From an optimization exercise on the open Yosys and OpenROAD flow, aimed at small area and a short achievable clock period; shortcuts taken in it are not production practice.
No run shown here included a check of the RTL's function; only the layout flow was run.
No activity file was given, so power comes from the tool's default toggle rates.

## flow/design.v (module list and top-level ports; edited modules follow where they fit)
// module cpu_alu_shifter: 48 lines
// module cpu_alu_mux2i: 8 lines
// module cpu_alu: 977 lines
// module cpu_alu_benc: 10 lines
// module cpu_alu_bpp: 11 lines
// module cpu_alu_benc2: 10 lines
// module cpu_alu_bpp2: 13 lines
// module cpu_alu_bppbit: 10 lines
// module cpu_alu_fa: 10 lines
// module cpu_alu_ha: 9 lines
// module cpu_alu_cpa: 726 lines
// module cpu_alu_nand2: 3 lines
// module cpu_alu_nor2: 3 lines
// module cpu_alu_xnor2: 3 lines
// module cpu_alu_inv: 3 lines
// module cpu_alu_aoi21: 3 lines
// module cpu_alu_oai21: 3 lines
// module cpu_alu_maj3i: 3 lines
// module cpu_alu_xor2: 3 lines
// module cpu_alu_mux2: 3 lines
module cpu_alu #(
    parameter int WIDTH = pkg_cpu_alu::ALU_WIDTH
) (
    input  logic             clk,
    input  logic             rst,
    input  logic             in_valid,
    input  logic [WIDTH-1:0] a,
    input  logic [WIDTH-1:0] b,
    input  logic [3:0]       oper,
    input  logic [3:0]       flags_in,
    output logic             out_valid,
    output logic [WIDTH-1:0] result,
    output logic [3:0]       flags_out
);
  // ...
==> flow/flow/run.sh <==
#!/bin/bash
# Standard layout, except that the port buffers are plain buf_2 cells instead of the
# resizer's default choice.
set -e
export BUFFER_PORTS_ARGS="-buffer_cell sky130_fd_sc_hd__buf_2"
bash standard.sh > standard.log 2>&1
==> flow/standard.sh <==
#!/bin/bash
# synth_recipe.tcl (not shown) runs the flow's synth.tcl, then flattens the netlist and writes it again
# the make line also repeats each setting of config.mk as NAME=value (left out here)
make -C /OpenROAD-flow-scripts/flow DESIGN_CONFIG=/design/flow/config.mk WORK_HOME=/design/flow/orfs CLKGATE_MAP_FILE= SYNTH_SCRIPT=/design/flow/synth_recipe.tcl "${@:-finish}"
==> flow/config.mk <==
export PLATFORM = sky130hd
export DESIGN_NAME = cpu_alu
export DESIGN_NICKNAME = cpu_alu
export VERILOG_FILES = /design/flow/design.v
export SDC_FILE = /design/flow/constraint.sdc
export NUM_CORES = 4
export LEC_CHECK = 0
export CAP_MARGIN = 20
export CORE_MARGIN = 2
export CORE_UTILIZATION = 60
export SETUP_SLACK_MARGIN = 3.4
export SLEW_MARGIN = 20
export SYNTH_HIERARCHICAL = 1
==> flow/constraint.sdc <==
create_clock -name core_clock -period 11.0 [get_ports {clk}]
set_input_delay 2.2000 -clock core_clock [delete_from_list [all_inputs] [get_ports {clk}]]
set_output_delay 2.2000 -clock core_clock [all_outputs]
set_load 0.01 [all_outputs]
==> notes.md, run 1 <==
status: complete, no violations
syn avg cell area: 8.499 um2
fraction of the mapped netlist area in simple logic gates: 10.18%
P_seq: 191 uW
initial antenna violation count: 1
Root Buffer: clkbuf_16
Max Freq: 132.2 MHz
CTS tree: done
GR Layer Usage met2: 65.31%
final setup margin: 3.437 ns
height of the die: 190.1 um
Detail Route Antenna Nets: 0
endpoints failing setup: 0
area growth from synthesis to layout: 11.27%
internal power: 2690 uW
sequential cells: 36
diodes inserted: 0
Max Cap Viol: 0
Setup CP Type: in2reg
most common cell in the netlist: xnor2_1
Synthesis Warnings: 9
GRT Overall Usage: 41.49%
Worst EP arrival: 7.74 ns
Fill cells: 2865
GPL Wtd Cong: 0.9667
most frequent cells in the layout: xnor2_1, o22ai_1, mux2i_1
Die Area: 36140 um2
==> run 2: changes to the inputs <==
--- a/flow/design.v
+++ b/flow/design.v
@@ -466,86 +466,122 @@
     logic fs117;
     logic fc117;
     logic fs118;
     logic fc118;
     logic fs119;
     logic fc119;
     logic fs120;
     logic fc120;
+    logic ft120;
     logic fs121;
     logic fc121;
+    logic ft121;
     logic fs122;
     logic fc122;
+    logic ft122;
     logic fs123;
     logic fc123;
+    logic ft123;
     logic fs124;
     logic fc124;
+    logic ft124;
     logic fs125;
     logic fc125;
+    logic ft125;
     logic fs126;
     logic fc126;
+    logic ft126;
     logic fs127;
     logic fc127;
+    logic ft127;
     logic fs128;
     logic fc128;
+    logic ft128;
     logic fs129;
     logic fc129;
+    logic ft129;
     logic fs130;
     logic fc130;
+    logic ft130;
     logic fs131;
     logic fc131;
+    logic ft131;
     logic fs132;
     logic fc132;
+    logic ft132;
     logic fs133;
     logic fc133;
+    logic ft133;
     logic fs134;
     logic fc134;
+    logic ft134;
     logic fs135;
     logic fc135;
+    logic ft135;
     logic fs136;
     logic fc136;
+    logic ft136;
     logic fs137;
     logic fc137;
+    logic ft137;
     logic fs138;
     logic fc138;
+    logic ft138;
     logic fs139;
     logic fc139;
+    logic ft139;
     logic fs140;
     logic fc140;
+    logic ft140;
     logic fs141;
     logic fc141;
+    logic ft141;
     logic fs142;
     logic fc142;
+    logic ft142;
     logic fs143;
     logic fc143;
+    logic ft143;
     logic fs144;
     logic fc144;
+    logic ft144;
     logic fs145;
     logic fc145;
+    logic ft145;
     logic fs146;
     logic fc146;
+    logic ft146;
     logic fs147;
     logic fc147;
+    logic ft147;
     logic fs148;
     logic fc148;
+    logic ft148;
     logic fs149;
     logic fc149;
+    logic ft149;
     logic fs150;
     logic fc150;
+    logic ft150;
     logic fs151;
     logic fc151;
+    logic ft151;
     logic fs152;
     logic fc152;
+    logic ft152;
     logic fs153;
     logic fc153;
+    logic ft153;
     logic fs154;
     logic fc154;
+    logic ft154;
     logic fs155;
     logic fc155;
+    logic ft155;
     logic hs26;
     logic hc26;
     logic hs27;
     logic hc27;
     logic fs156;
     logic fc156;
     logic fs157;
     logic fc157;
@@ -834,182 +870,252 @@
     cpu_alu_fa u_fa112 (.i_a(pp1[8]), .i_b(pp2[6]), .i_c(pp3[4]), .o_s(fs112), .o_c(fc112));
     cpu_alu_fa u_fa113 (.i_a(pp4[2]), .i_b(pp5[0]), .i_c(hs16), .o_s(fs113), .o_c(fc113));
     cpu_alu_fa u_fa114 (.i_a(pp2[7]), .i_b(pp3[5]), .i_c(pp4[3]), .o_s(fs114), .o_c(fc114));
     cpu_alu_fa u_fa115 (.i_a(pp5[1]), .i_b(hc16), .i_c(hs17), .o_s(fs115), .o_c(fc115));
     cpu_alu_fa u_fa116 (.i_a(pp4[4]), .i_b(pp5[2]), .i_c(pp6[0]), .o_s(fs116), .o_c(fc116));
     cpu_alu_fa u_fa117 (.i_a(hc17), .i_b(hs18), .i_c(fs56), .o_s(fs117), .o_c(fc117));
     cpu_alu_fa u_fa118 (.i_a(pp5[3]), .i_b(pp6[1]), .i_c(hc18), .o_s(fs118), .o_c(fc118));
     cpu_alu_fa u_fa119 (.i_a(hs19), .i_b(fc56), .i_c(fs57), .o_s(fs119), .o_c(fc119));
-    cpu_alu_fa u_fa120 (.i_a(pp7[0]), .i_b(hc19), .i_c(hs20), .o_s(fs120), .o_c(fc120));
-    cpu_alu_fa u_fa121 (.i_a(fc57), .i_b(fs58), .i_c(fs59), .o_s(fs121), .o_c(fc121));
-    cpu_alu_fa u_fa122 (.i_a(hc20), .i_b(hs21), .i_c(fc58), .o_s(fs122), .o_c(fc122));
-    cpu_alu_fa u_fa123 (.i_a(fc59), .i_b(fs60), .i_c(fs61), .o_s(fs123), .o_c(fc123));
-    cpu_alu_fa u_fa124 (.i_a(hc21), .i_b(fc60), .i_c(fc61), .o_s(fs124), .o_c(fc124));
-    cpu_alu_fa u_fa125 (.i_a(fs62), .i_b(fs63), .i_c(fs64), .o_s(fs125), .o_c(fc125));
-    cpu_alu_fa u_fa126 (.i_a(fc62), .i_b(fc63), .i_c(fs65), .o_s(fs126), .o_c(fc126));
-    cpu_alu_fa u_fa127 (.i_a(fs66), .i_b(fc64), .i_c(fs67), .o_s(fs127), .o_c(fc127));
-    cpu_alu_fa u_fa128 (.i_a(fc65), .i_b(fc66), .i_c(fs68), .o_s(fs128), .o_c(fc128));
-    cpu_alu_fa u_fa129 (.i_a(fs69), .i_b(fc67), .i_c(fs70), .o_s(fs129), .o_c(fc129));
-    cpu_alu_fa u_fa130 (.i_a(fc68), .i_b(fc69), .i_c(fs71), .o_s(fs130), .o_c(fc130));
-    cpu_alu_fa u_fa131 (.i_a(fs72), .i_b(fc70), .i_c(fs73), .o_s(fs131), .o_c(fc131));
-    cpu_alu_fa u_fa132 (.i_a(fc71), .i_b(fs74), .i_c(fc72), .o_s(fs132), .o_c(fc132));
-    cpu_alu_fa u_fa133 (.i_a(fs75), .i_b(fc73), .i_c(fs76), .o_s(fs133), .o_c(fc133));
-    cpu_alu_fa u_fa134 (.i_a(fc74), .i_b(fs77), .i_c(fc75), .o_s(fs134), .o_c(fc134));
-    cpu_alu_fa u_fa135 (.i_a(fc76), .i_b(fs78), .i_c(fs79), .o_s(fs135), .o_c(fc135));
-    cpu_alu_fa u_fa136 (.i_a(fc77), .i_b(fs80), .i_c(fc78), .o_s(fs136), .o_c(fc136));
-    cpu_alu_fa u_fa137 (.i_a(fc79), .i_b(fs81), .i_c(fs82), .o_s(fs137), .o_c(fc137));
-    cpu_alu_fa u_fa138 (.i_a(fc80), .i_b(fs83), .i_c(fc81), .o_s(fs138), .o_c(fc138));
-    cpu_alu_fa u_fa139 (.i_a(fc82), .i_b(fs84), .i_c(fs85), .o_s(fs139), .o_c(fc139));
-    cpu_alu_fa u_fa140 (.i_a(fc83), .i_b(fc84), .i_c(fc85), .o_s(fs140), .o_c(fc140));
-    cpu_alu_fa u_fa141 (.i_a(fs86), .i_b(fs87), .i_c(fs88), .o_s(fs141), .o_c(fc141));
-    cpu_alu_fa u_fa142 (.i_a(fc86), .i_b(fc87), .i_c(fc88), .o_s(fs142), .o_c(fc142));
-    cpu_alu_fa u_fa143 (.i_a(fs89), .i_b(fs90), .i_c(fs91), .o_s(fs143), .o_c(fc143));
-    cpu_alu_fa u_fa144 (.i_a(fc89), .i_b(fc90), .i_c(fs92), .o_s(fs144), .o_c(fc144));
-    cpu_alu_fa u_fa145 (.i_a(fs93), .i_b(fc91), .i_c(fs94), .o_s(fs145), .o_c(fc145));
-    cpu_alu_fa u_fa146 (.i_a(fc92), .i_b(fc93), .i_c(fs95), .o_s(fs146), .o_c(fc146));
-    cpu_alu_fa u_fa147 (.i_a(fs96), .i_b(fc94), .i_c(fs97), .o_s(fs147), .o_c(fc147));
-    cpu_alu_fa u_fa148 (.i_a(fc95), .i_b(fc96), .i_c(fs98), .o_s(fs148), .o_c(fc148));
-    cpu_alu_fa u_fa149 (.i_a(fs99), .i_b(fc97), .i_c(fs100), .o_s(fs149), .o_c(fc149));
-    cpu_alu_fa u_fa150 (.i_a(fc98), .i_b(fc99), .i_c(fs101), .o_s(fs150), .o_c(fc150));
-    cpu_alu_fa u_fa151 (.i_a(fs102), .i_b(fc100), .i_c(fs103), .o_s(fs151), .o_c(fc151));
-    cpu_alu_fa u_fa152 (.i_a(fc101), .i_b(fs104), .i_c(fc102), .o_s(fs152), .o_c(fc152));
-    cpu_alu_fa u_fa153 (.i_a(fs105), .i_b(fc103), .i_c(fs106), .o_s(fs153), .o_c(fc153));
-    cpu_alu_fa u_fa154 (.i_a(fc104), .i_b(fs107), .i_c(fc105), .o_s(fs154), .o_c(fc154));
-    cpu_alu_fa u_fa155 (.i_a(fs108), .i_b(fc106), .i_c(fs109), .o_s(fs155), .o_c(fc155));
+    cpu_alu_xor2 u_fx120 (.i_a(pp7[0]), .i_b(hc19), .o_y(ft120));
+    cpu_alu_xor2 u_fs120 (.i_a(ft120), .i_b(hs20), .o_y(fs120));
+    cpu_alu_mux2 u_fc120 (.i_s(ft120), .i_0(pp7[0]), .i_1(hs20), .o_y(fc120));
+    cpu_alu_xor2 u_fx121 (.i_a(fc57), .i_b(fs58), .o_y(ft121));
+    cpu_alu_xor2 u_fs121 (.i_a(ft121), .i_b(fs59), .o_y(fs121));
+    cpu_alu_mux2 u_fc121 (.i_s(ft121), .i_0(fc57), .i_1(fs59), .o_y(fc121));
+    cpu_alu_xor2 u_fx122 (.i_a(hc20), .i_b(hs21), .o_y(ft122));
+    cpu_alu_xor2 u_fs122 (.i_a(ft122), .i_b(fc58), .o_y(fs122));
+    cpu_alu_mux2 u_fc122 (.i_s(ft122), .i_0(hc20), .i_1(fc58), .o_y(fc122));
+    cpu_alu_xor2 u_fx123 (.i_a(fc59), .i_b(fs60), .o_y(ft123));
+    cpu_alu_xor2 u_fs123 (.i_a(ft123), .i_b(fs61), .o_y(fs123));
+    cpu_alu_mux2 u_fc123 (.i_s(ft123), .i_0(fc59), .i_1(fs61), .o_y(fc123));
+    cpu_alu_xor2 u_fx124 (.i_a(hc21), .i_b(fc60), .o_y(ft124));
+    cpu_alu_xor2 u_fs124 (.i_a(ft124), .i_b(fc61), .o_y(fs124));
+    cpu_alu_mux2 u_fc124 (.i_s(ft124), .i_0(hc21), .i_1(fc61), .o_y(fc124));
+    cpu_alu_xor2 u_fx125 (.i_a(fs62), .i_b(fs63), .o_y(ft125));
+    cpu_alu_xor2 u_fs125 (.i_a(ft125), .i_b(fs64), .o_y(fs125));
+    cpu_alu_mux2 u_fc125 (.i_s(ft125), .i_0(fs62), .i_1(fs64), .o_y(fc125));
+    cpu_alu_xor2 u_fx126 (.i_a(fc62), .i_b(fc63), .o_y(ft126));
+    cpu_alu_xor2 u_fs126 (.i_a(ft126), .i_b(fs65), .o_y(fs126));
+    cpu_alu_mux2 u_fc126 (.i_s(ft126), .i_0(fc62), .i_1(fs65), .o_y(fc126));
+    cpu_alu_xor2 u_fx127 (.i_a(fs66), .i_b(fc64), .o_y(ft127));
+    cpu_alu_xor2 u_fs127 (.i_a(ft127), .i_b(fs67), .o_y(fs127));
+    cpu_alu_mux2 u_fc127 (.i_s(ft127), .i_0(fs66), .i_1(fs67), .o_y(fc127));
+    cpu_alu_xor2 u_fx128 (.i_a(fc65), .i_b(fc66), .o_y(ft128));
+    cpu_alu_xor2 u_fs128 (.i_a(ft128), .i_b(fs68), .o_y(fs128));
+    cpu_alu_mux2 u_fc128 (.i_s(ft128), .i_0(fc65), .i_1(fs68), .o_y(fc128));
+    cpu_alu_xor2 u_fx129 (.i_a(fs69), .i_b(fc67), .o_y(ft129));
+    cpu_alu_xor2 u_fs129 (.i_a(ft129), .i_b(fs70), .o_y(fs129));
+    cpu_alu_mux2 u_fc129 (.i_s(ft129), .i_0(fs69), .i_1(fs70), .o_y(fc129));
+    cpu_alu_xor2 u_fx130 (.i_a(fc68), .i_b(fc69), .o_y(ft130));
+    cpu_alu_xor2 u_fs130 (.i_a(ft130), .i_b(fs71), .o_y(fs130));
+    cpu_alu_mux2 u_fc130 (.i_s(ft130), .i_0(fc68), .i_1(fs71), .o_y(fc130));
+    cpu_alu_xor2 u_fx131 (.i_a(fs72), .i_b(fc70), .o_y(ft131));
+    cpu_alu_xor2 u_fs131 (.i_a(ft131), .i_b(fs73), .o_y(fs131));
+    cpu_alu_mux2 u_fc131 (.i_s(ft131), .i_0(fs72), .i_1(fs73), .o_y(fc131));
+    cpu_alu_xor2 u_fx132 (.i_a(fc71), .i_b(fs74), .o_y(ft132));
+    cpu_alu_xor2 u_fs132 (.i_a(ft132), .i_b(fc72), .o_y(fs132));
+    cpu_alu_mux2 u_fc132 (.i_s(ft132), .i_0(fc71), .i_1(fc72), .o_y(fc132));
+    cpu_alu_xor2 u_fx133 (.i_a(fs75), .i_b(fc73), .o_y(ft133));
+    cpu_alu_xor2 u_fs133 (.i_a(ft133), .i_b(fs76), .o_y(fs133));
+    cpu_alu_mux2 u_fc133 (.i_s(ft133), .i_0(fs75), .i_1(fs76), .o_y(fc133));
+    cpu_alu_xor2 u_fx134 (.i_a(fc74), .i_b(fs77), .o_y(ft134));
+    cpu_alu_xor2 u_fs134 (.i_a(ft134), .i_b(fc75), .o_y(fs134));
+    cpu_alu_mux2 u_fc134 (.i_s(ft134), .i_0(fc74), .i_1(fc75), .o_y(fc134));
+    cpu_alu_xor2 u_fx135 (.i_a(fc76), .i_b(fs78), .o_y(ft135));
+    cpu_alu_xor2 u_fs135 (.i_a(ft135), .i_b(fs79), .o_y(fs135));
+    cpu_alu_mux2 u_fc135 (.i_s(ft135), .i_0(fc76), .i_1(fs79), .o_y(fc135));
+    cpu_alu_xor2 u_fx136 (.i_a(fc77), .i_b(fs80), .o_y(ft136));
+    cpu_alu_xor2 u_fs136 (.i_a(ft136), .i_b(fc78), .o_y(fs136));
+    cpu_alu_mux2 u_fc136 (.i_s(ft136), .i_0(fc77), .i_1(fc78), .o_y(fc136));
+    cpu_alu_xor2 u_fx137 (.i_a(fc79), .i_b(fs81), .o_y(ft137));
+    cpu_alu_xor2 u_fs137 (.i_a(ft137), .i_b(fs82), .o_y(fs137));
+    cpu_alu_mux2 u_fc137 (.i_s(ft137), .i_0(fc79), .i_1(fs82), .o_y(fc137));
+    cpu_alu_xor2 u_fx138 (.i_a(fc80), .i_b(fs83), .o_y(ft138));
+    cpu_alu_xor2 u_fs138 (.i_a(ft138), .i_b(fc81), .o_y(fs138));
+    cpu_alu_mux2 u_fc138 (.i_s(ft138), .i_0(fc80), .i_1(fc81), .o_y(fc138));
+    cpu_alu_xor2 u_fx139 (.i_a(fc82), .i_b(fs84), .o_y(ft139));
+    cpu_alu_xor2 u_fs139 (.i_a(ft139), .i_b(fs85), .o_y(fs139));
+    cpu_alu_mux2 u_fc139 (.i_s(ft139), .i_0(fc82), .i_1(fs85), .o_y(fc139));
+    cpu_alu_xor2 u_fx140 (.i_a(fc83), .i_b(fc84), .o_y(ft140));
+    cpu_alu_xor2 u_fs140 (.i_a(ft140), .i_b(fc85), .o_y(fs140));
+    cpu_alu_mux2 u_fc140 (.i_s(ft140), .i_0(fc83), .i_1(fc85), .o_y(fc140));
+    cpu_alu_xor2 u_fx141 (.i_a(fs86), .i_b(fs87), .o_y(ft141));
+    cpu_alu_xor2 u_fs141 (.i_a(ft141), .i_b(fs88), .o_y(fs141));
+    cpu_alu_mux2 u_fc141 (.i_s(ft141), .i_0(fs86), .i_1(fs88), .o_y(fc141));
+    cpu_alu_xor2 u_fx142 (.i_a(fc86), .i_b(fc87), .o_y(ft142));
+    cpu_alu_xor2 u_fs142 (.i_a(ft142), .i_b(fc88), .o_y(fs142));
+    cpu_alu_mux2 u_fc142 (.i_s(ft142), .i_0(fc86), .i_1(fc88), .o_y(fc142));
+    cpu_alu_xor2 u_fx143 (.i_a(fs89), .i_b(fs90), .o_y(ft143));
+    cpu_alu_xor2 u_fs143 (.i_a(ft143), .i_b(fs91), .o_y(fs143));
+    cpu_alu_mux2 u_fc143 (.i_s(ft143), .i_0(fs89), .i_1(fs91), .o_y(fc143));
+    cpu_alu_xor2 u_fx144 (.i_a(fc89), .i_b(fc90), .o_y(ft144));
+    cpu_alu_xor2 u_fs144 (.i_a(ft144), .i_b(fs92), .o_y(fs144));
+    cpu_alu_mux2 u_fc144 (.i_s(ft144), .i_0(fc89), .i_1(fs92), .o_y(fc144));
+    cpu_alu_xor2 u_fx145 (.i_a(fs93), .i_b(fc91), .o_y(ft145));
+    cpu_alu_xor2 u_fs145 (.i_a(ft145), .i_b(fs94), .o_y(fs145));
+    cpu_alu_mux2 u_fc145 (.i_s(ft145), .i_0(fs93), .i_1(fs94), .o_y(fc145));
+    cpu_alu_xor2 u_fx146 (.i_a(fc92), .i_b(fc93), .o_y(ft146));
+    cpu_alu_xor2 u_fs146 (.i_a(ft146), .i_b(fs95), .o_y(fs146));
+    cpu_alu_mux2 u_fc146 (.i_s(ft146), .i_0(fc92), .i_1(fs95), .o_y(fc146));
+    cpu_alu_xor2 u_fx147 (.i_a(fs96), .i_b(fc94), .o_y(ft147));
+    cpu_alu_xor2 u_fs147 (.i_a(ft147), .i_b(fs97), .o_y(fs147));
+    cpu_alu_mux2 u_fc147 (.i_s(ft147), .i_0(fs96), .i_1(fs97), .o_y(fc147));
+    cpu_alu_xor2 u_fx148 (.i_a(fc95), .i_b(fc96), .o_y(ft148));
+    cpu_alu_xor2 u_fs148 (.i_a(ft148), .i_b(fs98), .o_y(fs148));
+    cpu_alu_mux2 u_fc148 (.i_s(ft148), .i_0(fc95), .i_1(fs98), .o_y(fc148));
+    cpu_alu_xor2 u_fx149 (.i_a(fs99), .i_b(fc97), .o_y(ft149));
+    cpu_alu_xor2 u_fs149 (.i_a(ft149), .i_b(fs100), .o_y(fs149));
+    cpu_alu_mux2 u_fc149 (.i_s(ft149), .i_0(fs99), .i_1(fs100), .o_y(fc149));
+    cpu_alu_xor2 u_fx150 (.i_a(fc98), .i_b(fc99), .o_y(ft150));
+    cpu_alu_xor2 u_fs150 (.i_a(ft150), .i_b(fs101), .o_y(fs150));
+    cpu_alu_mux2 u_fc150 (.i_s(ft150), .i_0(fc98), .i_1(fs101), .o_y(fc150));
+    cpu_alu_xor2 u_fx151 (.i_a(fs102), .i_b(fc100), .o_y(ft151));
+    cpu_alu_xor2 u_fs151 (.i_a(ft151), .i_b(fs103), .o_y(fs151));
+    cpu_alu_mux2 u_fc151 (.i_s(ft151), .i_0(fs102), .i_1(fs103), .o_y(fc151));
+    cpu_alu_xor2 u_fx152 (.i_a(fc101), .i_b(fs104), .o_y(ft152));
+    cpu_alu_xor2 u_fs152 (.i_a(ft152), .i_b(fc102), .o_y(fs152));
+    cpu_alu_mux2 u_fc152 (.i_s(ft152), .i_0(fc101), .i_1(fc102), .o_y(fc152));
+    cpu_alu_xor2 u_fx153 (.i_a(fs105), .i_b(fc103), .o_y(ft153));
+    cpu_alu_xor2 u_fs153 (.i_a(ft153), .i_b(fs106), .o_y(fs153));
+    cpu_alu_mux2 u_fc153 (.i_s(ft153), .i_0(fs105), .i_1(fs106), .o_y(fc153));
+    cpu_alu_xor2 u_fx154 (.i_a(fc104), .i_b(fs107), .o_y(ft154));
+    cpu_alu_xor2 u_fs154 (.i_a(ft154), .i_b(fc105), .o_y(fs154));
+    cpu_alu_xor2 u_fx155 (.i_a(fs108), .i_b(fc106), .o_y(ft155));
+    cpu_alu_xor2 u_fs155 (.i_a(ft155), .i_b(fs109), .o_y(fs155));
     cpu_alu_ha u_ha26 (.i_a(bneg[2]), .i_b(pp0[4]), .o_s(hs26), .o_c(hc26));
     cpu_alu_ha u_ha27 (.i_a(pp0[5]), .i_b(pp1[3]), .o_s(hs27), .o_c(hc27));
     cpu_alu_fa u_fa156 (.i_a(pp1[4]), .i_b(pp2[2]), .i_c(pp3[0]), .o_s(fs156), .o_c(fc156));
     cpu_alu_fa u_fa157 (.i_a(pp2[3]), .i_b(pp3[1]), .i_c(hc22), .o_s(fs157), .o_c(fc157));
     cpu_alu_fa u_fa158 (.i_a(pp4[0]), .i_b(hc23), .i_c(hs24), .o_s(fs158), .o_c(fc158));
     cpu_alu_fa u_fa159 (.i_a(hc24), .i_b(hs25), .i_c(fc110), .o_s(fs159), .o_c(fc159));
     cpu_alu_fa u_fa160 (.i_a(hc25), .i_b(fc111), .i_c(fs112), .o_s(fs160), .o_c(fc160));
     cpu_alu_fa u_fa161 (.i_a(fc112), .i_b(fs114), .i_c(fc113), .o_s(fs161), .o_c(fc161));
     cpu_alu_fa u_fa162 (.i_a(fc114), .i_b(fs116), .i_c(fc115), .o_s(fs162), .o_c(fc162));
     cpu_alu_fa u_fa163 (.i_a(fc116), .i_b(fs118), .i_c(fc117), .o_s(fs163), .o_c(fc163));
-    cpu_alu_xor2 u_fx164 (.i_a(fc118), .i_b(fs120), .o_y(ft164));
-    cpu_alu_xor2 u_fs164 (.i_a(ft164), .i_b(fc119), .o_y(fs164));
-    cpu_alu_mux2 u_fc164 (.i_s(ft164), .i_0(fc118), .i_1(fc119), .o_y(fc164));
-    cpu_alu_xor2 u_fx165 (.i_a(fc120), .i_b(fc121), .o_y(ft165));
-    cpu_alu_xor2 u_fs165 (.i_a(ft165), .i_b(fs122), .o_y(fs165));
-    cpu_alu_mux2 u_fc165 (.i_s(ft165), .i_0(fc120), .i_1(fs122), .o_y(fc165));
-    cpu_alu_xor2 u_fx166 (.i_a(fc122), .i_b(fc123), .o_y(ft166));
-    cpu_alu_xor2 u_fs166 (.i_a(ft166), .i_b(fs124), .o_y(fs166));
-    cpu_alu_mux2 u_fc166 (.i_s(ft166), .i_0(fc122), .i_1(fs124), .o_y(fc166));
-    cpu_alu_xor2 u_fx167 (.i_a(fc124), .i_b(fs126), .o_y(ft167));
+    cpu_alu_xor2 u_fx164 (.i_a(fs120), .i_b(fc118), .o_y(ft164));
+    cpu_alu_xor2 u_fs164 (.i_a(ft164), .i_b(fs121), .o_y(fs164));
+    cpu_alu_mux2 u_fc164 (.i_s(ft164), .i_0(fs120), .i_1(fs121), .o_y(fc164));
+    cpu_alu_xor2 u_fx165 (.i_a(fc120), .i_b(fs122), .o_y(ft165));
+    cpu_alu_xor2 u_fs165 (.i_a(ft165), .i_b(fs123), .o_y(fs165));
+    cpu_alu_mux2 u_fc165 (.i_s(ft165), .i_0(fc120), .i_1(fs123), .o_y(fc165));
+    cpu_alu_xor2 u_fx166 (.i_a(fc122), .i_b(fs124), .o_y(ft166));
+    cpu_alu_xor2 u_fs166 (.i_a(ft166), .i_b(fc123), .o_y(fs166));
+    cpu_alu_mux2 u_fc166 (.i_s(ft166), .i_0(fc122), .i_1(fc123), .o_y(fc166));
+    cpu_alu_xor2 u_fx167 (.i_a(fs126), .i_b(fc124), .o_y(ft167));
     cpu_alu_xor2 u_fs167 (.i_a(ft167), .i_b(fc125), .o_y(fs167));
-    cpu_alu_mux2 u_fc167 (.i_s(ft167), .i_0(fc124), .i_1(fc125), .o_y(fc167));
-    cpu_alu_xor2 u_fx168 (.i_a(fc126), .i_b(fs128), .o_y(ft168));
+    cpu_alu_mux2 u_fc167 (.i_s(ft167), .i_0(fs126), .i_1(fc125), .o_y(fc167));
+    cpu_alu_xor2 u_fx168 (.i_a(fs128), .i_b(fc126), .o_y(ft168));
     cpu_alu_xor2 u_fs168 (.i_a(ft168), .i_b(fc127), .o_y(fs168));
-    cpu_alu_mux2 u_fc168 (.i_s(ft168), .i_0(fc126), .i_1(fc127), .o_y(fc168));
-    cpu_alu_xor2 u_fx169 (.i_a(fc128), .i_b(fs130), .o_y(ft169));
+    cpu_alu_mux2 u_fc168 (.i_s(ft168), .i_0(fs128), .i_1(fc127), .o_y(fc168));
+    cpu_alu_xor2 u_fx169 (.i_a(fs130), .i_b(fc128), .o_y(ft169));
     cpu_alu_xor2 u_fs169 (.i_a(ft169), .i_b(fc129), .o_y(fs169));
-    cpu_alu_mux2 u_fc169 (.i_s(ft169), .i_0(fc128), .i_1(fc129), .o_y(fc169));
+    cpu_alu_mux2 u_fc169 (.i_s(ft169), .i_0(fs130), .i_1(fc129), .o_y(fc169));
     cpu_alu_xor2 u_fx170 (.i_a(fc130), .i_b(fs132), .o_y(ft170));
-    cpu_alu_xor2 u_fs170 (.i_a(ft170), .i_b(fc131), .o_y(fs170));
-    cpu_alu_mux2 u_fc170 (.i_s(ft170), .i_0(fc130), .i_1(fc131), .o_y(fc170));
+    cpu_alu_xor2 u_fs170 (.i_a(ft170), .i_b(fs133), .o_y(fs170));
+    cpu_alu_mux2 u_fc170 (.i_s(ft170), .i_0(fc130), .i_1(fs133), .o_y(fc170));
     cpu_alu_xor2 u_fx171 (.i_a(fc132), .i_b(fs134), .o_y(ft171));
-    cpu_alu_xor2 u_fs171 (.i_a(ft171), .i_b(fc133), .o_y(fs171));
-    cpu_alu_mux2 u_fc171 (.i_s(ft171), .i_0(fc132), .i_1(fc133), .o_y(fc171));
+    cpu_alu_xor2 u_fs171 (.i_a(ft171), .i_b(fs135), .o_y(fs171));
+    cpu_alu_mux2 u_fc171 (.i_s(ft171), .i_0(fc132), .i_1(fs135), .o_y(fc171));
     cpu_alu_xor2 u_fx172 (.i_a(fc134), .i_b(fs136), .o_y(ft172));
-    cpu_alu_xor2 u_fs172 (.i_a(ft172), .i_b(fc135), .o_y(fs172));
-    cpu_alu_mux2 u_fc172 (.i_s(ft172), .i_0(fc134), .i_1(fc135), .o_y(fc172));
+    cpu_alu_xor2 u_fs172 (.i_a(ft172), .i_b(fs137), .o_y(fs172));
+    cpu_alu_mux2 u_fc172 (.i_s(ft172), .i_0(fc134), .i_1(fs137), .o_y(fc172));
     cpu_alu_xor2 u_fx173 (.i_a(fc136), .i_b(fs138), .o_y(ft173));
-    cpu_alu_xor2 u_fs173 (.i_a(ft173), .i_b(fc137), .o_y(fs173));
-    cpu_alu_mux2 u_fc173 (.i_s(ft173), .i_0(fc136), .i_1(fc137), .o_y(fc173));
-    cpu_alu_xor2 u_fx174 (.i_a(fc138), .i_b(fc139), .o_y(ft174));
-    cpu_alu_xor2 u_fs174 (.i_a(ft174), .i_b(fs140), .o_y(fs174));
-    cpu_alu_mux2 u_fc174 (.i_s(ft174), .i_0(fc138), .i_1(fs140), .o_y(fc174));
-    cpu_alu_xor2 u_fx175 (.i_a(fc140), .i_b(fc141), .o_y(ft175));
-    cpu_alu_xor2 u_fs175 (.i_a(ft175), .i_b(fs142), .o_y(fs175));
-    cpu_alu_mux2 u_fc175 (.i_s(ft175), .i_0(fc140), .i_1(fs142), .o_y(fc175));
-    cpu_alu_xor2 u_fx176 (.i_a(fc142), .i_b(fs144), .o_y(ft176));
+    cpu_alu_xor2 u_fs173 (.i_a(ft173), .i_b(fs139), .o_y(fs173));
+    cpu_alu_mux2 u_fc173 (.i_s(ft173), .i_0(fc136), .i_1(fs139), .o_y(fc173));
+    cpu_alu_xor2 u_fx174 (.i_a(fc138), .i_b(fs140), .o_y(ft174));
+    cpu_alu_xor2 u_fs174 (.i_a(ft174), .i_b(fc139), .o_y(fs174));
+    cpu_alu_mux2 u_fc174 (.i_s(ft174), .i_0(fc138), .i_1(fc139), .o_y(fc174));
+    cpu_alu_xor2 u_fx175 (.i_a(fc140), .i_b(fs142), .o_y(ft175));
+    cpu_alu_xor2 u_fs175 (.i_a(ft175), .i_b(fs143), .o_y(fs175));
+    cpu_alu_mux2 u_fc175 (.i_s(ft175), .i_0(fc140), .i_1(fs143), .o_y(fc175));
+    cpu_alu_xor2 u_fx176 (.i_a(fs144), .i_b(fc142), .o_y(ft176));
     cpu_alu_xor2 u_fs176 (.i_a(ft176), .i_b(fc143), .o_y(fs176));
-    cpu_alu_mux2 u_fc176 (.i_s(ft176), .i_0(fc142), .i_1(fc143), .o_y(fc176));
-    cpu_alu_xor2 u_fx177 (.i_a(fc144), .i_b(fs146), .o_y(ft177));
+    cpu_alu_mux2 u_fc176 (.i_s(ft176), .i_0(fs144), .i_1(fc143), .o_y(fc176));
+    cpu_alu_xor2 u_fx177 (.i_a(fs146), .i_b(fc144), .o_y(ft177));
     cpu_alu_xor2 u_fs177 (.i_a(ft177), .i_b(fc145), .o_y(fs177));
-    cpu_alu_mux2 u_fc177 (.i_s(ft177), .i_0(fc144), .i_1(fc145), .o_y(fc177));
-    cpu_alu_xor2 u_fx178 (.i_a(fc146), .i_b(fs148), .o_y(ft178));
+    cpu_alu_mux2 u_fc177 (.i_s(ft177), .i_0(fs146), .i_1(fc145), .o_y(fc177));
+    cpu_alu_xor2 u_fx178 (.i_a(fs148), .i_b(fc146), .o_y(ft178));
     cpu_alu_xor2 u_fs178 (.i_a(ft178), .i_b(fc147), .o_y(fs178));
-    cpu_alu_mux2 u_fc178 (.i_s(ft178), .i_0(fc146), .i_1(fc147), .o_y(fc178));
-    cpu_alu_xor2 u_fx179 (.i_a(fc148), .i_b(fs150), .o_y(ft179));
+    cpu_alu_mux2 u_fc178 (.i_s(ft178), .i_0(fs148), .i_1(fc147), .o_y(fc178));
+    cpu_alu_xor2 u_fx179 (.i_a(fs150), .i_b(fc148), .o_y(ft179));
     cpu_alu_xor2 u_fs179 (.i_a(ft179), .i_b(fc149), .o_y(fs179));
-    cpu_alu_mux2 u_fc179 (.i_s(ft179), .i_0(fc148), .i_1(fc149), .o_y(fc179));
+    cpu_alu_mux2 u_fc179 (.i_s(ft179), .i_0(fs150), .i_1(fc149), .o_y(fc179));
     cpu_alu_xor2 u_fx180 (.i_a(fc150), .i_b(fs152), .o_y(ft180));
-    cpu_alu_xor2 u_fs180 (.i_a(ft180), .i_b(fc151), .o_y(fs180));
-    cpu_alu_mux2 u_fc180 (.i_s(ft180), .i_0(fc150), .i_1(fc151), .o_y(fc180));
-    cpu_alu_xor2 u_fx181 (.i_a(fc152), .i_b(fs154), .o_y(ft181));
-    cpu_alu_xor2 u_fs181 (.i_a(ft181), .i_b(fc153), .o_y(fs181));
+    cpu_alu_xor2 u_fs180 (.i_a(ft180), .i_b(fs153), .o_y(fs180));
+    cpu_alu_mux2 u_fc180 (.i_s(ft180), .i_0(fc150), .i_1(fs153), .o_y(fc180));
+    cpu_alu_xor2 u_fx181 (.i_a(fs154), .i_b(fc152), .o_y(ft181));
+    cpu_alu_xor2 u_fs181 (.i_a(ft181), .i_b(fs155), .o_y(fs181));
     cpu_alu_ha u_ha28 (.i_a(bneg[1]), .i_b(pp0[2]), .o_s(hs28), .o_c(hc28));
     cpu_alu_ha u_ha29 (.i_a(pp0[3]), .i_b(pp1[1]), .o_s(hs29), .o_c(hc29));
     cpu_alu_fa u_fa182 (.i_a(pp1[2]), .i_b(pp2[0]), .i_c(hs26), .o_s(fs182), .o_c(fc182));
     cpu_alu_fa u_fa183 (.i_a(pp2[1]), .i_b(hc26), .i_c(hs27), .o_s(fs183), .o_c(fc183));
     cpu_alu_fa u_fa184 (.i_a(hc27), .i_b(hs22), .i_c(fs156), .o_s(fs184), .o_c(fc184));
     cpu_alu_fa u_fa185 (.i_a(hs23), .i_b(fc156), .i_c(fs157), .o_s(fs185), .o_c(fc185));
     cpu_alu_fa u_fa186 (.i_a(fs110), .i_b(fc157), .i_c(fs158), .o_s(fs186), .o_c(fc186));
     cpu_alu_fa u_fa187 (.i_a(fs111), .i_b(fc158), .i_c(fs159), .o_s(fs187), .o_c(fc187));
     cpu_alu_fa u_fa188 (.i_a(fs113), .i_b(fc159), .i_c(fs160), .o_s(fs188), .o_c(fc188));
     cpu_alu_fa u_fa189 (.i_a(fs115), .i_b(fc160), .i_c(fs161), .o_s(fs189), .o_c(fc189));
     cpu_alu_fa u_fa190 (.i_a(fs117), .i_b(fc161), .i_c(fs162), .o_s(fs190), .o_c(fc190));
     cpu_alu_fa u_fa191 (.i_a(fs119), .i_b(fc162), .i_c(fs163), .o_s(fs191), .o_c(fc191));
-    cpu_alu_xor2 u_fx192 (.i_a(fs121), .i_b(fs164), .o_y(ft192));
+    cpu_alu_xor2 u_fx192 (.i_a(fc119), .i_b(fs164), .o_y(ft192));
     cpu_alu_xor2 u_fs192 (.i_a(ft192), .i_b(fc163), .o_y(fs192));
-    cpu_alu_mux2 u_fc192 (.i_s(ft192), .i_0(fs121), .i_1(fc163), .o_y(fc192));
-    cpu_alu_xor2 u_fx193 (.i_a(fs123), .i_b(fc164), .o_y(ft193));
-    cpu_alu_xor2 u_fs193 (.i_a(ft193), .i_b(fs165), .o_y(fs193));
-    cpu_alu_mux2 u_fc193 (.i_s(ft193), .i_0(fs123), .i_1(fs165), .o_y(fc193));
-    cpu_alu_xor2 u_fx194 (.i_a(fs125), .i_b(fs166), .o_y(ft194));
-    cpu_alu_xor2 u_fs194 (.i_a(ft194), .i_b(fc165), .o_y(fs194));
-    cpu_alu_mux2 u_fc194 (.i_s(ft194), .i_0(fs125), .i_1(fc165), .o_y(fc194));
+    cpu_alu_mux2 u_fc192 (.i_s(ft192), .i_0(fc119), .i_1(fc163), .o_y(fc192));
+    cpu_alu_xor2 u_fx193 (.i_a(fc121), .i_b(fs165), .o_y(ft193));
+    cpu_alu_xor2 u_fs193 (.i_a(ft193), .i_b(fc164), .o_y(fs193));
+    cpu_alu_mux2 u_fc193 (.i_s(ft193), .i_0(fc121), .i_1(fc164), .o_y(fc193));
+    cpu_alu_xor2 u_fx194 (.i_a(fs125), .i_b(fc165), .o_y(ft194));
+    cpu_alu_xor2 u_fs194 (.i_a(ft194), .i_b(fs166), .o_y(fs194));
+    cpu_alu_mux2 u_fc194 (.i_s(ft194), .i_0(fs125), .i_1(fs166), .o_y(fc194));
     cpu_alu_xor2 u_fx195 (.i_a(fs127), .i_b(fc166), .o_y(ft195));
     cpu_alu_xor2 u_fs195 (.i_a(ft195), .i_b(fs167), .o_y(fs195));
     cpu_alu_mux2 u_fc195 (.i_s(ft195), .i_0(fs127), .i_1(fs167), .o_y(fc195));
-    cpu_alu_xor2 u_fx196 (.i_a(fs168), .i_b(fc167), .o_y(ft196));
-    cpu_alu_xor2 u_fs196 (.i_a(ft196), .i_b(fs129), .o_y(fs196));
-    cpu_alu_mux2 u_fc196 (.i_s(ft196), .i_0(fs168), .i_1(fs129), .o_y(fc196));
-    cpu_alu_xor2 u_fx197 (.i_a(fc168), .i_b(fs131), .o_y(ft197));
+    cpu_alu_xor2 u_fx196 (.i_a(fs129), .i_b(fc167), .o_y(ft196));
+    cpu_alu_xor2 u_fs196 (.i_a(ft196), .i_b(fs168), .o_y(fs196));
+    cpu_alu_mux2 u_fc196 (.i_s(ft196), .i_0(fs129), .i_1(fs168), .o_y(fc196));
+    cpu_alu_xor2 u_fx197 (.i_a(fs131), .i_b(fc168), .o_y(ft197));
     cpu_alu_xor2 u_fs197 (.i_a(ft197), .i_b(fs169), .o_y(fs197));
-    cpu_alu_mux2 u_fc197 (.i_s(ft197), .i_0(fc168), .i_1(fs169), .o_y(fc197));
-    cpu_alu_xor2 u_fx198 (.i_a(fs133), .i_b(fs170), .o_y(ft198));
-    cpu_alu_xor2 u_fs198 (.i_a(ft198), .i_b(fc169), .o_y(fs198));
-    cpu_alu_mux2 u_fc198 (.i_s(ft198), .i_0(fs133), .i_1(fc169), .o_y(fc198));
-    cpu_alu_xor2 u_fx199 (.i_a(fs135), .i_b(fs171), .o_y(ft199));
+    cpu_alu_mux2 u_fc197 (.i_s(ft197), .i_0(fs131), .i_1(fs169), .o_y(fc197));
+    cpu_alu_xor2 u_fx198 (.i_a(fc131), .i_b(fc169), .o_y(ft198));
+    cpu_alu_xor2 u_fs198 (.i_a(ft198), .i_b(fs170), .o_y(fs198));
+    cpu_alu_mux2 u_fc198 (.i_s(ft198), .i_0(fc131), .i_1(fs170), .o_y(fc198));
+    cpu_alu_xor2 u_fx199 (.i_a(fc133), .i_b(fs171), .o_y(ft199));
     cpu_alu_xor2 u_fs199 (.i_a(ft199), .i_b(fc170), .o_y(fs199));
-    cpu_alu_mux2 u_fc199 (.i_s(ft199), .i_0(fs135), .i_1(fc170), .o_y(fc199));
-    cpu_alu_xor2 u_fx200 (.i_a(fs137), .i_b(fc171), .o_y(ft200));
-    cpu_alu_xor2 u_fs200 (.i_a(ft200), .i_b(fs172), .o_y(fs200));
-    cpu_alu_mux2 u_fc200 (.i_s(ft200), .i_0(fs137), .i_1(fs172), .o_y(fc200));
-    cpu_alu_xor2 u_fx201 (.i_a(fs139), .i_b(fs173), .o_y(ft201));
-    cpu_alu_xor2 u_fs201 (.i_a(ft201), .i_b(fc172), .o_y(fs201));
-    cpu_alu_mux2 u_fc201 (.i_s(ft201), .i_0(fs139), .i_1(fc172), .o_y(fc201));
+    cpu_alu_mux2 u_fc199 (.i_s(ft199), .i_0(fc133), .i_1(fc170), .o_y(fc199));
+    cpu_alu_xor2 u_fx200 (.i_a(fc135), .i_b(fs172), .o_y(ft200));
+    cpu_alu_xor2 u_fs200 (.i_a(ft200), .i_b(fc171), .o_y(fs200));
+    cpu_alu_mux2 u_fc200 (.i_s(ft200), .i_0(fc135), .i_1(fc171), .o_y(fc200));
+    cpu_alu_xor2 u_fx201 (.i_a(fc137), .i_b(fc172), .o_y(ft201));
+    cpu_alu_xor2 u_fs201 (.i_a(ft201), .i_b(fs173), .o_y(fs201));
+    cpu_alu_mux2 u_fc201 (.i_s(ft201), .i_0(fc137), .i_1(fs173), .o_y(fc201));
     cpu_alu_xor2 u_fx202 (.i_a(fs141), .i_b(fc173), .o_y(ft202));
     cpu_alu_xor2 u_fs202 (.i_a(ft202), .i_b(fs174), .o_y(fs202));
     cpu_alu_mux2 u_fc202 (.i_s(ft202), .i_0(fs141), .i_1(fs174), .o_y(fc202));
-    cpu_alu_xor2 u_fx203 (.i_a(fs143), .i_b(fs175), .o_y(ft203));
-    cpu_alu_xor2 u_fs203 (.i_a(ft203), .i_b(fc174), .o_y(fs203));
-    cpu_alu_mux2 u_fc203 (.i_s(ft203), .i_0(fs143), .i_1(fc174), .o_y(fc203));
-    cpu_alu_xor2 u_fx204 (.i_a(fs145), .i_b(fs176), .o_y(ft204));
-    cpu_alu_xor2 u_fs204 (.i_a(ft204), .i_b(fc175), .o_y(fs204));
-    cpu_alu_mux2 u_fc204 (.i_s(ft204), .i_0(fs145), .i_1(fc175), .o_y(fc204));
-    cpu_alu_xor2 u_fx205 (.i_a(fc176), .i_b(fs147), .o_y(ft205));
-    cpu_alu_xor2 u_fs205 (.i_a(ft205), .i_b(fs177), .o_y(fs205));
-    cpu_alu_mux2 u_fc205 (.i_s(ft205), .i_0(fc176), .i_1(fs177), .o_y(fc205));
-    cpu_alu_xor2 u_fx206 (.i_a(fc177), .i_b(fs149), .o_y(ft206));
+    cpu_alu_xor2 u_fx203 (.i_a(fc141), .i_b(fc174), .o_y(ft203));
+    cpu_alu_xor2 u_fs203 (.i_a(ft203), .i_b(fs175), .o_y(fs203));
+    cpu_alu_mux2 u_fc203 (.i_s(ft203), .i_0(fc141), .i_1(fs175), .o_y(fc203));
+    cpu_alu_xor2 u_fx204 (.i_a(fs145), .i_b(fc175), .o_y(ft204));
+    cpu_alu_xor2 u_fs204 (.i_a(ft204), .i_b(fs176), .o_y(fs204));
+    cpu_alu_mux2 u_fc204 (.i_s(ft204), .i_0(fs145), .i_1(fs176), .o_y(fc204));
+    cpu_alu_xor2 u_fx205 (.i_a(fs147), .i_b(fs177), .o_y(ft205));
+    cpu_alu_xor2 u_fs205 (.i_a(ft205), .i_b(fc176), .o_y(fs205));
+    cpu_alu_mux2 u_fc205 (.i_s(ft205), .i_0(fs147), .i_1(fc176), .o_y(fc205));
+    cpu_alu_xor2 u_fx206 (.i_a(fs149), .i_b(fc177), .o_y(ft206));
     cpu_alu_xor2 u_fs206 (.i_a(ft206), .i_b(fs178), .o_y(fs206));
-    cpu_alu_mux2 u_fc206 (.i_s(ft206), .i_0(fc177), .i_1(fs178), .o_y(fc206));
+    cpu_alu_mux2 u_fc206 (.i_s(ft206), .i_0(fs149), .i_1(fs178), .o_y(fc206));
     cpu_alu_xor2 u_fx207 (.i_a(fs151), .i_b(fc178), .o_y(ft207));
     cpu_alu_xor2 u_fs207 (.i_a(ft207), .i_b(fs179), .o_y(fs207));
     cpu_alu_mux2 u_fc207 (.i_s(ft207), .i_0(fs151), .i_1(fs179), .o_y(fc207));
-    cpu_alu_xor2 u_fx208 (.i_a(fs153), .i_b(fs180), .o_y(ft208));
-    cpu_alu_xor2 u_fs208 (.i_a(ft208), .i_b(fc179), .o_y(fs208));
-    cpu_alu_mux2 u_fc208 (.i_s(ft208), .i_0(fs153), .i_1(fc179), .o_y(fc208));
-    cpu_alu_xor2 u_fx209 (.i_a(fs155), .i_b(fs181), .o_y(ft209));
+    cpu_alu_xor2 u_fx208 (.i_a(fc151), .i_b(fc179), .o_y(ft208));
+    cpu_alu_xor2 u_fs208 (.i_a(ft208), .i_b(fs180), .o_y(fs208));
+    cpu_alu_mux2 u_fc208 (.i_s(ft208), .i_0(fc151), .i_1(fs180), .o_y(fc208));
+    cpu_alu_xor2 u_fx209 (.i_a(fc153), .i_b(fs181), .o_y(ft209));
     cpu_alu_xor2 u_fs209 (.i_a(ft209), .i_b(fc180), .o_y(fs209));
-    assign w_row0 = {fs209, fc207, fc206, fc205, fc204, fs204, fc202, fc201, fc200, fc199, fs199, fc197, fs197, fc195, fc194, fc193, fc192, fs192, fc190, fc189, fc188, fc187, fc186, fc185, fc184, fc183, fc182, hc29, hc28, pp1[0], pp0[1], bneg[0]};
-    assign w_row1 = {fc208, fs208, fs207, fs206, fs205, fc203, fs203, fs202, fs201, fs200, fc198, fs198, fc196, fs196, fs195, fs194, fs193, fc191, fs191, fs190, fs189, fs188, fs187, fs186, fs185, fs184, fs183, fs182, hs29, hs28, 1'b0, pp0[0]};
+    assign w_row0 = {fs209, fc207, fc206, fc205, fs205, fc203, fc202, fc201, fc200, fs200, fc198, fc197, fc196, fc195, fc194, fc193, fs193, fs192, fc190, fc189, fc188, fc187, fc186, fc185, fc184, fc183, fc182, hc29, hc28, pp1[0], pp0[1], bneg[0]};
+    assign w_row1 = {fc208, fs208, fs207, fs206, fc204, fs204, fs203, fs202, fs201, fc199, fs199, fs198, fs197, fs196, fs195, fs194, fc192, fc191, fs191, fs190, fs189, fs188, fs187, fs186, fs185, fs184, fs183, fs182, hs29, hs28, 1'b0, pp0[0]};
     for (genvar k = 0; k < WIDTH; k++) begin : g_opnd
         cpu_alu_mux2i u_xmux (.i_s(w_mul), .i_0(w_add_x[k]), .i_1(w_row0[k]), .o_y(w_cpa_xn[k]));
         cpu_alu_mux2i u_ymux (.i_s(w_mul), .i_0(w_add_y[k]), .i_1(w_row1[k]), .o_y(w_cpa_yn[k]));
     end
     cpu_alu_cpa u_cpa (
         .i_xn   (w_cpa_xn),
         .i_yn   (w_cpa_yn),
         .i_cin  (w_add_cin && !w_mul),
==> notes.md, run 2 <==
Mapped Area: 21200 um2 (was 20780 um2)
minimum clock period: 7.536 ns (was 7.563 ns)
Switch Pwr: 3482 uW (was 3081 uW)
global-route wire length before repair: 115300 um (was 114700 um)
fin crit share: 68.51% (was 68.75%)
max reg flops: 32 (unchanged)
Clock Power Share: 2.0% (was 2.8%)
slowest CP cell: fa_1 (was ha_1)
CTS tree: done (unchanged)
via density per instance: 6.621 (was 6.650)
Gate Count Post-Synth: 2515 (was 2445)
crit path from: b[15] (was b[9])
logic gate share of total power: 95.1% (was 93.9%)
GRT Overall Usage: 41.17% (was 41.49%)
H-tree depth: 2 (unchanged)
sequential area share after synthesis: 3.399% (was 3.468%)
Reg power frac: 2.9% (was 3.3%)
cell depth of the worst setup path: 25 (was 21)
worst slew pin tran: 1.064 ns (was 1.142 ns)
Fill cells: 2901 (was 2865)
Residual DRC: 0 (unchanged)
Row Count: 68 (unchanged)
Nets: 2920 (was 2886)
area growth from synthesis to layout: 11.68% (was 11.27%)
clock-pin slew on the worst setup and hold paths: 0.05 ns (was 0.06 ns)
delay-heaviest family, CP: multiplexers (was adder cells)
most common cell in the netlist: xnor2_1 (unchanged)
share of post-route cells with drive strength above 1: 21.45% (was 19.84%)
clock buffer count from CTS: 5 (unchanged)
largest net degree at the start of global routing: 64 (was 68)
initial core utilization: 61.22% (was 60.60%)
Worst setup endpoint: r_flags[0]$_DFF_P_ (was r_result[24]$_DFF_P_)
Fin Setup TNS: 0 ns (unchanged)
Largest regs: r_result x32, r_flags x3, r_valid x1 (unchanged)
CP Capture Type: register (unchanged)
syn avg cell area: 8.430 um2 (was 8.499 um2)
WL per Instance: 25.73 um (was 26.10 um)
endpoints failing setup: 0 (unchanged)
Async S/R FF share, synth: 0% (unchanged)
vias: 20400 (was 20020)
Largest Register: r_result (unchanged)
Die Wd: 192.0 um (was 190.1 um)
Post-CTS Hold Buffers: 0 (unchanged)
CP Data Required Time: 11.20 ns (was 11.18 ns)
slew margin rel.: 27.23% (was 21.92%)
max-slew violations: 0 (unchanged)
Detail Route Antenna Nets: 0 (unchanged)
Synth area leader: xnor2_1 (was fa_1)
Final Hold Viols: 0 (unchanged)
IO buf count: 109 (unchanged)
Synthesis Warnings: 9 (unchanged)
internal power: 3056 uW (was 2690 uW)
CP peak stage delay: 0.45 ns (was 0.50 ns)
Critical Path Fanout Max: 9 (was 11)
GPL Wtd Cong: 0.9641 (was 0.9667)
synthesized flop and latch total: 36 (unchanged)
Die Area: 36850 um2 (was 36140 um2)
ys flop type: dfxtp_1 (unchanged)
most common cell after layout, fill and taps aside: xnor2_1 (unchanged)
Setup CP Type: in2reg (unchanged)
crit path buf inv count: 3 (was 4)
Routed Wire Length: 79270 um (was 78590 um)
height of the die: 192.0 um (was 190.1 um)
Worst Hold Class: in2reg (unchanged)
post-synth top area share: 15.29% (was 16.76%)
grt ovf: 0 (unchanged)
number of global-route vias before repair: 19510 (was 19250)
Synth area leaders: xnor2_1, fa_1, mux2i_1 (was fa_1, xnor2_1, mux2i_1)
post-layout util: 68.37% (was 67.43%)
Root Buffer: clkbuf_16 (unchanged)
initial antenna violation count: 1 (unchanged)
unrepaired setup endpoints after global routing: true (was false)
synth unique cells: 82 (unchanged)
status: complete, no violations (unchanged)
Iteration-0 DRC Markers: 2151 (was 2079)
Max clock buf depth: 2 (unchanged)
CORE AREA: 34630 um2 (was 34290 um2)
P per Cell Area: 276.1 nW/um2 (was 249.6 nW/um2)
Switching Share: 53.26% (was 53.39%)
synth cell count leaders: xnor2_1, o22ai_1, mux2i_1 (unchanged)
Clock Sinks: 36 (unchanged)
startpoint type of the worst setup path: input pin (unchanged)
Detailed Place HPWL: 57420 um (was 57070 um)
drt first pass iters: 6 (was 8)
WHS Path Cells: 2 (unchanged)
most frequent cells in the layout: xnor2_1, o22ai_1, mux2i_1 (unchanged)
Worst EP arrival: 7.74 ns (about the same)
EDFF count, synth: 0 (unchanged)
VDD IR-drop max: 0.3434 mV (was 0.3669 mV)
Max Cap Viol: 0 (unchanged)
Leak: 0.009896 uW (was 0.009565 uW)
I/O Pins: 112 (unchanged)
Max Freq: 132.7 MHz (was 132.2 MHz)
[run 2: cell types whose count changed in the layout (fill, tap and decap cells not counted), sizes merged, moves of 2 or more]
| cell | before | now |
|---|---|---|
| fa | 174 | 138 |
| nor2b | 48 | 51 |
| mux2 | 50 | 84 |
| clkinvlp | 13 | 11 |
| inv | 169 | 165 |
| xor2 | 138 | 210 |
[run 2: modules after synthesis (local to each module, per instance), excerpt]
module / flip-flops and latches / area [um2] / times used
cpu_alu_mux2: 0 / 15.01 / 68
cpu_alu_xor2: 0 / 8.758 / 176
cpu_alu_inv: 0 / 3.754 / 66
cpu_alu_nand2: 0 / 3.754 / 42
cpu_alu_shifter: 0 / 1463 / 1
cpu_alu_mux2i: 0 / 10.01 / 224
cpu_alu_cpa: 0 / 280.3 / 1
cpu_alu_benc2: 0 / 50.05 / 16
cpu_alu_xnor2: 0 / 8.758 / 32
cpu_alu_fa: 0 / 20.02 / 138
cpu_alu_aoi21: 0 / 8.758 / 48
cpu_alu_ha: 0 / 12.51 / 30
cpu_alu: 36 / 4172 / 1
cpu_alu_oai21: 0 / 5.005 / 32
cpu_alu_maj3i: 0 / 18.77 / 1
[run 2: stage by stage]
stage	hold WS (ns)	area [um2]	cells	worst slack (ns)	total power, uW
floorplan	2.272	21210	2518	3.525	4302
global placement	2.358	21710	2970	2.041	5382
detailed placement	2.361	21710	2970	1.934	5481
CTS	2.071	22580	3023	3.407	5802
global route	2.079	23670	3080	3.247	6916
finish	2.077	23680	3081	3.464	6538
[run 2: area by class of cell]
class / count / area, um2 / share of cell area (%)
timing repair inverter: 2 / 15.01 / 0.06341
clock buffer: 6 / 128.9 / 0.5443
tap: 455 / 569.3 / 2.404
inverter: 174 / 686.9 / 2.901
antenna: 1 / 2.502 / 0.01057
timing repair buffer: 245 / 1836 / 7.752
sequential: 36 / 720.7 / 3.044
multi-input combinational: 2161 / 19710 / 83.26
clock inverter: 1 / 5.005 / 0.02114
[run 2: power by group through the flow]
stage	combinational, uW	sequential [uW]	clock, uW
2_1_floorplan	4080	223	0
3_5_place_dp	5290	195	0
3_3_place_gp	5190	194	0
5_1_grt	6580	197	134
6_report	6220	192	128
4_1_cts	5480	193	130
[run 2: what timing repair did]
item	in CTS	in global routing
resized for setup	65	102
endpoints found under the hold margin	0	0
setup buffers	41	53
pin swaps	8	27
setup endpoints to repair	21	18
cloned	5	4
[run 2: logic make-up (layout without fill, tap and decap cells)]
| group | count (synthesis) | in the layout | share of synthesized area, % |
|---|---|---|---|
| other cells | 1 | 5 | 0.01769 |
| compound gates | 579 | 580 | 18.40 |
| xor+xnor | 580 | 580 | 23.96 |
| fa+ha+maj | 221 | 221 | 17.92 |
| simple gates | 418 | 423 | 9.980 |
| mux | 353 | 353 | 18.37 |
| buf+inv | 327 | 428 | 7.956 |
| flops | 36 | 36 | 3.399 |
[run 2: worst min-delay path by stage]
| stage | startpoint | endpoint | slack (ns) |
|---|---|---|---|
| 2_1_floorplan | rst | r_valid$_DFF_P_ | 2.27 |
| 3_3_place_gp | rst | r_valid$_DFF_P_ | 2.36 |
| 3_5_place_dp | rst | r_valid$_DFF_P_ | 2.36 |
| 4_1_cts | rst | r_valid$_DFF_P_ | 2.07 |
| 5_1_grt | rst | r_valid$_DFF_P_ | 2.08 |
| 6_report | rst | r_valid$_DFF_P_ | 2.08 |
[run 2: layer usage]
metal,up-vias,track usage [%],part of all wire (%)
li1,9059,-,-
met1,9823,53.15,39
met2,1211,64.29,44
met3,306,8.460,10
met4,0,22.64,6.6
met5,-,0,0

==> static timing again, ports no longer ideal <==
No port has a modelled driver above. Below, the same layouts with a new extraction and two added sets of constraints. Step 1 sets driving cells, clkbuf_16 on the clock port and buf_2 on the other inputs (assumed; they add their load-dependent delay and slew). Step 2 also shifts input and output timing later by t, the mid clock arrival at the registers, as if the neighbouring blocks saw the same clock. a / b / c = ideal / step 1 / step 2; a / b = the first two.
run	t (ns)	setup WS [ns]	hold slack, ns	worst setup path at the end
run 1	0.307	3.437 / 3.446 / 3.139	2.070 / 2.060 / 2.367	input to register
run 2	0.302	3.464 / 3.471 / 3.169	2.077 / 2.068 / 2.370	input to register
After both steps setup and hold are still met in every run listed. The setup slack of run 1, which loses most, moves by +0.009 ns with the drivers and by -0.298 ns with both steps.
